Source: an optimization exercise on an open RTL-to-GDS flow (aim: small area, a short achievable clock period and few clock cycles). Production flows keep margins and buffers that such runs may drop. Function was checked by simulation only, so behaviour that the tests miss may differ from the original. Power and IR drop assume default switching activity.

## wip/harbor
==> flow/design.v <==
package cfu_mac_pkg;
  typedef enum logic [2:0] {
    OP_NOP  = 3'd0,
    OP_MAC  = 3'd1,
    OP_MACU = 3'd2,
    OP_RDL  = 3'd3,
    OP_RDH  = 3'd4,
    OP_CLR  = 3'd5,
    OP_WR   = 3'd6,
    OP_RSVD = 3'd7
  } op_e;
  typedef enum logic [1:0] {
    StIdle,
    StBusy,
    StDone
  } state_e;
  localparam int unsigned CtrlOpLsb  = 0;
  localparam int unsigned CtrlOpW    = 3;
  localparam int unsigned CtrlIdxLsb = 3;
  localparam int unsigned CtrlIdxW   = 5;
endpackage
module cfu_mac_mul_iter (
  input  logic [63:0] ws_i,      
  input  logic [3:0]  one_i,     
  input  logic [3:0]  two_i,     
  input  logic [3:0]  neg_i,     
  input  logic        e4_i,      
  input  logic [1:0]  k_i,       
  output logic [4:0][63:0] row_o
);
  for (genvar j = 0; j < 4; j++) begin : g_row
    logic [63:0] m, lo_ok, hi_ok, top, cst, nin;
    always_comb begin
      for (int i = 0; i < 64; i++) begin
        m[i]     = (one_i[j] && (i >= 2 * j) && ws_i[(i >= 2 * j) ? i - 2 * j : 0]) ||
                   (two_i[j] && (i >= 2 * j + 1) && ws_i[(i >= 2 * j + 1) ? i - 2 * j - 1 : 0]);
        lo_ok[i] = (i >= 2 * j + 8 * k_i);
        hi_ok[i] = (i <= 2 * j + 8 * k_i + ((j == 0) ? 35 : 33));
        top[i]   = (i == 2 * j + 8 * k_i + ((j == 0) ? 35 : 33));
        cst[i]   = 1'b0;
        if (j == 0) begin
          cst[i] = (i == 8 * k_i + 36) || (i == 8 * k_i + 38) || (i >= 8 * k_i + 41);
        end
        nin[i]   = 1'b0;
        if (j != 0) nin[i] = (i == 2 * j - 2 + 8 * k_i) && neg_i[j-1];
      end
    end
    assign row_o[j] = (lo_ok & hi_ok & ({64{neg_i[j]}} ^ m ^ top)) | cst | nin;
  end
  logic [63:0] m4, lo4, hi4, top4, nin4;
  always_comb begin
    for (int i = 0; i < 64; i++) begin
      m4[i]   = e4_i && (i >= 8) && ws_i[(i >= 8) ? i - 8 : 0];
      lo4[i]  = (i >= 8 + 8 * k_i);
      hi4[i]  = (i <= 40 + 8 * k_i);
      top4[i] = (i == 40 + 8 * k_i);
      nin4[i] = (i == 6 + 8 * k_i) && neg_i[3];
    end
  end
  assign row_o[4] = (lo4 & hi4 & (m4 ^ top4)) | nin4;
endmodule
module cfu_mac #(
  parameter int unsigned XLEN    = 32,
  parameter int unsigned NUM_ACC = 4,
  parameter int unsigned MUL_BPC = 4,
  parameter int unsigned CTRL_W  = 8
) (
  input  logic              clk_i,
  input  logic              rst_ni,
  input  logic              stall_i,
  input  logic              valid_i,
  input  logic [CTRL_W-1:0] cfu_ctrl_i,
  input  logic [XLEN-1:0]   src1_i,
  input  logic [XLEN-1:0]   src2_i,
  output logic              stall_o,
  output logic [XLEN-1:0]   rslt_o
);
  logic [2:0]  op;
  logic [1:0]  idx;
  logic        is_mac, sgn, is_wr, is_clr, is_rdh;
  logic [31:0] a, b;
  assign op     = cfu_ctrl_i[2:0];
  assign idx    = cfu_ctrl_i[4:3];
  assign a      = src1_i;
  assign b      = src2_i;
  assign is_mac = (op == cfu_mac_pkg::OP_MAC) || (op == cfu_mac_pkg::OP_MACU);
  assign sgn    = (op == cfu_mac_pkg::OP_MAC);
  assign is_wr  = (op == cfu_mac_pkg::OP_WR);
  assign is_clr = (op == cfu_mac_pkg::OP_CLR);
  assign is_rdh = (op == cfu_mac_pkg::OP_RDH);
  logic [3:0] fits_a, fits_b, need;
  assign fits_a[0] = 1'b0;
  assign fits_b[0] = 1'b0;
  for (genvar c = 1; c < 4; c++) begin : g_fit
    assign fits_a[c] = sgn ? ((&a[31:c*8-1]) || !(|a[31:c*8-1])) : !(|a[31:c*8]);
    assign fits_b[c] = sgn ? ((&b[31:c*8-1]) || !(|b[31:c*8-1])) : !(|b[31:c*8]);
  end
  logic       use_a;   
  logic [1:0] k_q;     
  logic       more;    
  logic       ph_q;    
  logic       pl_q;    
  logic a8, b8, a16, b16;
  assign a8    = (&a[15:8]) || !(|a[15:8]);
  assign b8    = (&b[15:8]) || !(|b[15:8]);
  assign a16   = (&a[23:16]) || !(|a[23:16]);
  assign b16   = (&b[23:16]) || !(|b[23:16]);
  assign use_a = (a8 && !b8) || (!b8 && a16 && !b16);
  assign need = use_a ? ~fits_a : ~fits_b;
  always_comb begin
    case (k_q)
      2'd0:    more = need[1];
      2'd1:    more = need[2];
      2'd2:    more = need[3];
      default: more = 1'b0;
    endcase
  end
  logic [7:0] ach, bch;
  logic [3:0] one_a, two_a, neg_a, one_b, two_b, neg_b;
  logic [3:0] one, two, neg;
  logic       e4;
  assign ach = a[k_q*8 +: 8];
  assign bch = b[k_q*8 +: 8];
  function automatic logic [11:0] booth(input logic [7:0] c);
    logic [8:0]  x;
    logic [2:0]  t;
    logic [11:0] r;
    x = {c, 1'b0};
    for (int j = 0; j < 4; j++) begin
      t = x[2*j +: 3];
      r[j]     = t[1] ^ t[0];
      r[4 + j] = (t == 3'b100) || (t == 3'b011);
      r[8 + j] = t[2];
    end
    booth = r;
  endfunction
  assign {neg_a, two_a, one_a} = booth(ach);
  assign {neg_b, two_b, one_b} = booth(bch);
  logic dig_en;
  assign dig_en = is_mac && !(ph_q && pl_q);
  assign one = dig_en ? (use_a ? one_a : one_b) : 4'b0;
  assign two = dig_en ? (use_a ? two_a : two_b) : 4'b0;
  assign neg = dig_en ? (use_a ? neg_a : neg_b) : 4'b0;
  assign e4  = dig_en && (use_a ? ach[7] : bch[7]) && !(sgn && !more);
  logic [31:0] wid;
  logic [63:0] ws;
  assign wid = use_a ? b : a;
  assign ws  = {{32{sgn && wid[31]}}, wid} << (8 * k_q);
  logic [4:0][63:0] row;
  cfu_mac_mul_iter u_mul (
    .ws_i  (ws),
    .one_i (one),
    .two_i (two),
    .neg_i (neg),
    .e4_i  (e4),
    .k_i   (k_q),
    .row_o (row)
  );
  logic [63:0]        acc_q [NUM_ACC];
  logic [NUM_ACC-1:0] z_q;
  logic [63:0]        acc_rd, xrow, sum;
  logic [63:0]        pa_q, pb_q, pc_q;
  always_comb begin
    acc_rd = '0;
    for (int i = 0; i < NUM_ACC; i++) begin
      if (idx == 2'(i) && !z_q[i]) acc_rd = acc_rd | acc_q[i];
    end
  end
  function automatic logic [127:0] csa(input logic [63:0] x, input logic [63:0] y,
                                       input logic [63:0] z);
    logic [63:0]  s, c;
    logic [127:0] r;
    s = x ^ y ^ z;
    c = ((x & y) | (x & z) | (y & z)) << 1;
    r = {c, s};
    csa = r;
  endfunction
  logic [63:0] s4, c4;
  assign {c4, s4} = csa(pa_q, pb_q, pc_q);
  assign sum  = s4 + c4;
  assign xrow = ph_q ? sum : (is_wr ? {b, a} : acc_rd);
  logic [63:0] s1, c1, s2, c2, s3, c3;
  assign {c1, s1} = csa(row[0], row[1], row[2]);
  assign {c2, s2} = csa(row[3], row[4], xrow);
  assign {c3, s3} = csa(s1, c1, s2);
  always_ff @(posedge clk_i) begin
    pa_q <= s3;
    pb_q <= c3;
    pc_q <= c2;
  end
  logic done, slow;
  assign slow    = is_mac || is_wr;
  assign done    = ph_q && pl_q;
  assign stall_o = slow && !done;
  always_comb begin
    if (ph_q && is_mac) begin
      rslt_o = sum[31:0];
    end else if (op == cfu_mac_pkg::OP_RDL || is_clr) begin
      rslt_o = acc_rd[31:0];
    end else if (is_rdh) begin
      rslt_o = acc_rd[63:32];
    end else begin
      rslt_o = '0;
    end
  end
  logic        wr_any, clr_any;
  logic [63:0] wdata;
  assign wr_any  = valid_i && !stall_i && slow && done;
  assign clr_any = valid_i && !stall_i && is_clr;
  assign wdata   = sum;
  for (genvar i = 0; i < NUM_ACC; i++) begin : g_acc
    always_ff @(posedge clk_i) begin
      if (wr_any && idx == 2'(i)) acc_q[i] <= wdata;
    end
    always_ff @(posedge clk_i or negedge rst_ni) begin
      if (!rst_ni) begin
        z_q[i] <= 1'b1;
      end else if (wr_any && idx == 2'(i)) begin
        z_q[i] <= 1'b0;
      end else if (clr_any && idx == 2'(i)) begin
        z_q[i] <= 1'b1;
      end
    end
  end
  always_ff @(posedge clk_i or negedge rst_ni) begin
    if (!rst_ni) begin
      ph_q <= 1'b0;
      pl_q <= 1'b0;
      k_q  <= '0;
    end else if (valid_i && slow && !done) begin
      ph_q <= 1'b1;
      pl_q <= !(more && is_mac);
      if (more && is_mac) k_q <= k_q + 2'd1;
    end else if (!stall_i) begin
      ph_q <= 1'b0;
      pl_q <= 1'b0;
      k_q  <= '0;
    end
  end
endmodule
==> flow/config.mk <==
export PLATFORM = sky130hd
export DESIGN_NAME = cfu_mac
export DESIGN_NICKNAME = cfu_mac
export VERILOG_FILES = /design/flow/design.v
export SDC_FILE = /design/flow/constraint.sdc
export NUM_CORES = 4
export LEC_CHECK = 0
export CAP_MARGIN = 30
export CORE_MARGIN = 2
export CORE_UTILIZATION = 40
export PLACE_DENSITY = 0.75
export SETUP_SLACK_MARGIN = 4
export SLEW_MARGIN = 30
==> flow/constraint.sdc <==
create_clock -name core_clock -period 10.0 [get_ports {clk_i}]
set_input_delay 2.0000 -clock core_clock [delete_from_list [all_inputs] [get_ports {clk_i}]]
set_output_delay 2.0000 -clock core_clock [all_outputs]
set_load 0.01 [all_outputs]
standard.sh (not shown) runs the stock make flow with config.mk's settings and CLKGATE_MAP_FILE= SYNTH_SCRIPT=/design/flow/synth_recipe.tcl, a recipe that flattens the netlist after the stock synthesis.
==> flow/flow/run.sh <==
#!/bin/bash
# Standard layout, except that after global placement the port buffers that
# buffer_ports inserted (delay cells) are swapped for plain buffers, which the
# later repair steps can then size. Each tool's output goes to its own log here.
set -euo pipefail
R="$PWD/orfs/results/$FLOW_PLATFORM/cfu_mac/base"
bash standard.sh "$R/3_3_place_gp.odb" > standard_to_place_gp.log 2>&1
RESULTS="$R" openroad -no_init -exit flow/fix_ports.tcl > fix_ports.log 2>&1
bash standard.sh > standard_finish.log 2>&1
==> flow/flow/fix_ports.tcl <==
# Swap the delay-cell port buffers for plain buffers of the same function.
read_liberty $::env(FLOW_HOME)/platforms/sky130hd/lib/sky130_fd_sc_hd__tt_025C_1v80.lib
read_db $::env(RESULTS)/3_3_place_gp.odb
set n 0
foreach inst [get_cells {input* output*}] {
  set master [get_property [get_lib_cells -of_objects $inst] name]
  if {[string match "sky130_fd_sc_hd__clkdlybuf*" $master]} {
    replace_cell $inst sky130_fd_sc_hd__buf_4
    incr n
  }
}
puts "replaced $n port buffers"
write_db $::env(RESULTS)/3_3_place_gp.odb
wip/harbor finished all stages; the layout is clean.
Testbench counts of wip/harbor, summed over its fixed seeds: cycles 9,696.
diff inputs: wip/harbor => wip/delta
Settings: SLEW_MARGIN now 20, was 30; SETUP_SLACK_MARGIN now 3, was 4; PLACE_DENSITY no longer set, was 0.75; CAP_MARGIN now 20, was 30.
==> flow/run.sh (new file) <==
#!/bin/bash
# synth_recipe.tcl (not shown) runs the flow's synth.tcl, then flattens the netlist and writes it again
# the make line also repeats each setting of config.mk as NAME=value (left out here)
make -C /OpenROAD-flow-scripts/flow DESIGN_CONFIG=/design/flow/config.mk WORK_HOME=/design/flow/orfs CLKGATE_MAP_FILE= SYNTH_SCRIPT=/design/flow/synth_recipe.tcl finish
removed: flow/flow/run.sh
removed: flow/flow/fix_ports.tcl
removed: flow/standard.sh
Notes after the runs:
- Relative to wip/harbor, routed wire length has increased by 1000 µm in wip/delta.
- Switching part of the total for wip/delta: 0.20 points down relative to wip/harbor
- Across both runs, power was lower for wip/delta than for wip/harbor.
- wip/delta vs wip/harbor: core utilization down in wip/delta
- NOTE via count of the first global-routing pass wip/harbor->wip/delta decreased slightly
- Final worst setup slack delta for wip/delta relative to wip/harbor: 1.03 ns lower
- wip/delta against wip/harbor: number of gates given a new drive strength after cts dropped 49%, detailed-routing wirelength on met1 climbed about 11%, final weighted congestion in routability-driven placement dropped 1.6%.
- In the tables for wip/delta and wip/harbor, relative area change from synthesis to final layout reads lower with wip/delta.
Here is what was changed in the inputs of wip/maple compared with wip/delta.
Settings: SLEW_MARGIN now 30, was 20; PLACE_DENSITY now 0.75, previously not set; CAP_MARGIN now 30, was 20; SETUP_SLACK_MARGIN now 4, was 3.
==> flow/flow/run.sh (new file) <==
#!/bin/bash
# Standard layout, except that after global placement the port buffers that
# buffer_ports inserted (delay cells) are swapped for plain buffers, which the
# later repair steps can then size. Each tool's output goes to its own log here.
set -euo pipefail
R="$PWD/orfs/results/$FLOW_PLATFORM/cfu_mac/base"
bash standard.sh "$R/3_3_place_gp.odb" > standard_to_place_gp.log 2>&1
RESULTS="$R" openroad -no_init -exit flow/fix_ports.tcl > fix_ports.log 2>&1
bash standard.sh > standard_finish.log 2>&1
==> flow/flow/fix_ports.tcl (new file) <==
# Swap the delay-cell port buffers for plain buffers of the same function.
read_liberty $::env(FLOW_HOME)/platforms/sky130hd/lib/sky130_fd_sc_hd__tt_025C_1v80.lib
read_db $::env(RESULTS)/3_3_place_gp.odb
set n 0
foreach inst [get_cells {input* output*}] {
  set master [get_property [get_lib_cells -of_objects $inst] name]
  if {[string match "sky130_fd_sc_hd__clkdlybuf*" $master]} {
    replace_cell $inst sky130_fd_sc_hd__buf_2
    incr n
  }
}
puts "replaced $n port buffers"
write_db $::env(RESULTS)/3_3_place_gp.odb
==> flow/standard.sh (new file) <==
#!/bin/bash
# synth_recipe.tcl (not shown) runs the flow's synth.tcl, then flattens the netlist and writes it again
# the make line also repeats each setting of config.mk as NAME=value (left out here)
make -C /OpenROAD-flow-scripts/flow DESIGN_CONFIG=/design/flow/config.mk WORK_HOME=/design/flow/orfs CLKGATE_MAP_FILE= SYNTH_SCRIPT=/design/flow/synth_recipe.tcl "${@:-finish}"
removed: flow/run.sh
### Flow results
Wire length on met2 in wip/maple vs wip/delta: down 0.74%
Diff wip/delta -> wip/maple: core occupancy in the finished layout barely changed, cell area after layout comparable.
Diff wip/delta -> wip/maple | overall global routing resource usage | decrease of 0.37 points
Fmax | wip/maple vs wip/delta | wip/maple faster
Run comparison: wip/maple slowest cell on the critical path sky130_fd_sc_hd__fa_1; wip/delta slowest cell on the critical path sky130_fd_sc_hd__clkdlybuf4s50_1
Run comparison: wip/maple critical path start-end classification register to primary output; wip/delta critical path start-end classification input port to register
### wip/maple -> wip/willow
Settings: SETUP_SLACK_MARGIN changed from 4 to 4.5; CAP_MARGIN changed from 30 to 20; PLACE_DENSITY removed (was 0.75); SLEW_MARGIN changed from 30 to 20.
==> flow/run.sh (new file) <==
#!/bin/bash
# synth_recipe.tcl (not shown) runs the flow's synth.tcl, then flattens the netlist and writes it again
# the make line also repeats each setting of config.mk as NAME=value (left out here)
make -C /OpenROAD-flow-scripts/flow DESIGN_CONFIG=/design/flow/config.mk WORK_HOME=/design/flow/orfs CLKGATE_MAP_FILE= SYNTH_SCRIPT=/design/flow/synth_recipe.tcl finish
removed: flow/flow/run.sh
removed: flow/flow/fix_ports.tcl
removed: flow/standard.sh
[summary]
- On highest net fanout along the worst path: between wip/willow and wip/maple, it ends up higher for wip/willow.
- Comparing wip/willow and wip/maple, the lower number of detailed-routing iterations run before antenna repair was measured on wip/maple.
- Post-cts gate resize count: wip/willow and wip/maple compared, lower one is wip/maple
- Of wip/willow and wip/maple, wip/maple shows the lower worst setup slack, with wip/willow above it.
- [wip/willow] net switching fraction of the power fell 0.54 points relative to wip/maple
- Against wip/maple, power density over cell area in wip/willow fell by a few percent.
- Hold slack in wip/willow is 0.018 ns above wip/maple.
- Changes observed in wip/willow relative to wip/maple: slew at the pin closest to its max-slew limit saw an increase; power rose 16%; total non-filler cell area in the finished layout picked up an extra about 24%.

what the ideal ports hide:
The results above use ideal ports. As a check the final layouts listed here were re-extracted and re-timed, cells and wires unchanged.
Step 1 assumes that a clkbuf_16 drives the clock port and a buf_2 every other input.
Step 2 adds t to the input delays and takes it off the output delays; t is the mean of the earliest and latest rising clock arrival at the registers after step 1. Input paths then give back, and output paths get back, about the clock's delay inside the block.
Three values: ideal ports, drivers, drivers and shift; two values: the first two.
run	t (ns)	slack for setup (ns)	worst setup path at the end	slew at the worst register clock pin (ns)	cell pins on the clock port's net
wip/harbor	0.664	3.934 / 3.966 / 3.312	input to register	0.07 / 0.07	1
wip/delta	0.680	2.905 / 2.901 / 2.269	input to register	0.06 / 0.06	1
wip/maple	0.674	3.958 / 3.892 / 3.383	input to register	0.07 / 0.07	1
wip/willow	0.684	4.080 / 4.012 / 3.585	input to register	0.07 / 0.07	1
After both steps setup and hold are still met in every run listed. The setup slack of wip/delta, which loses most, moves by -0.004 ns with the drivers and by -0.636 ns with both steps.
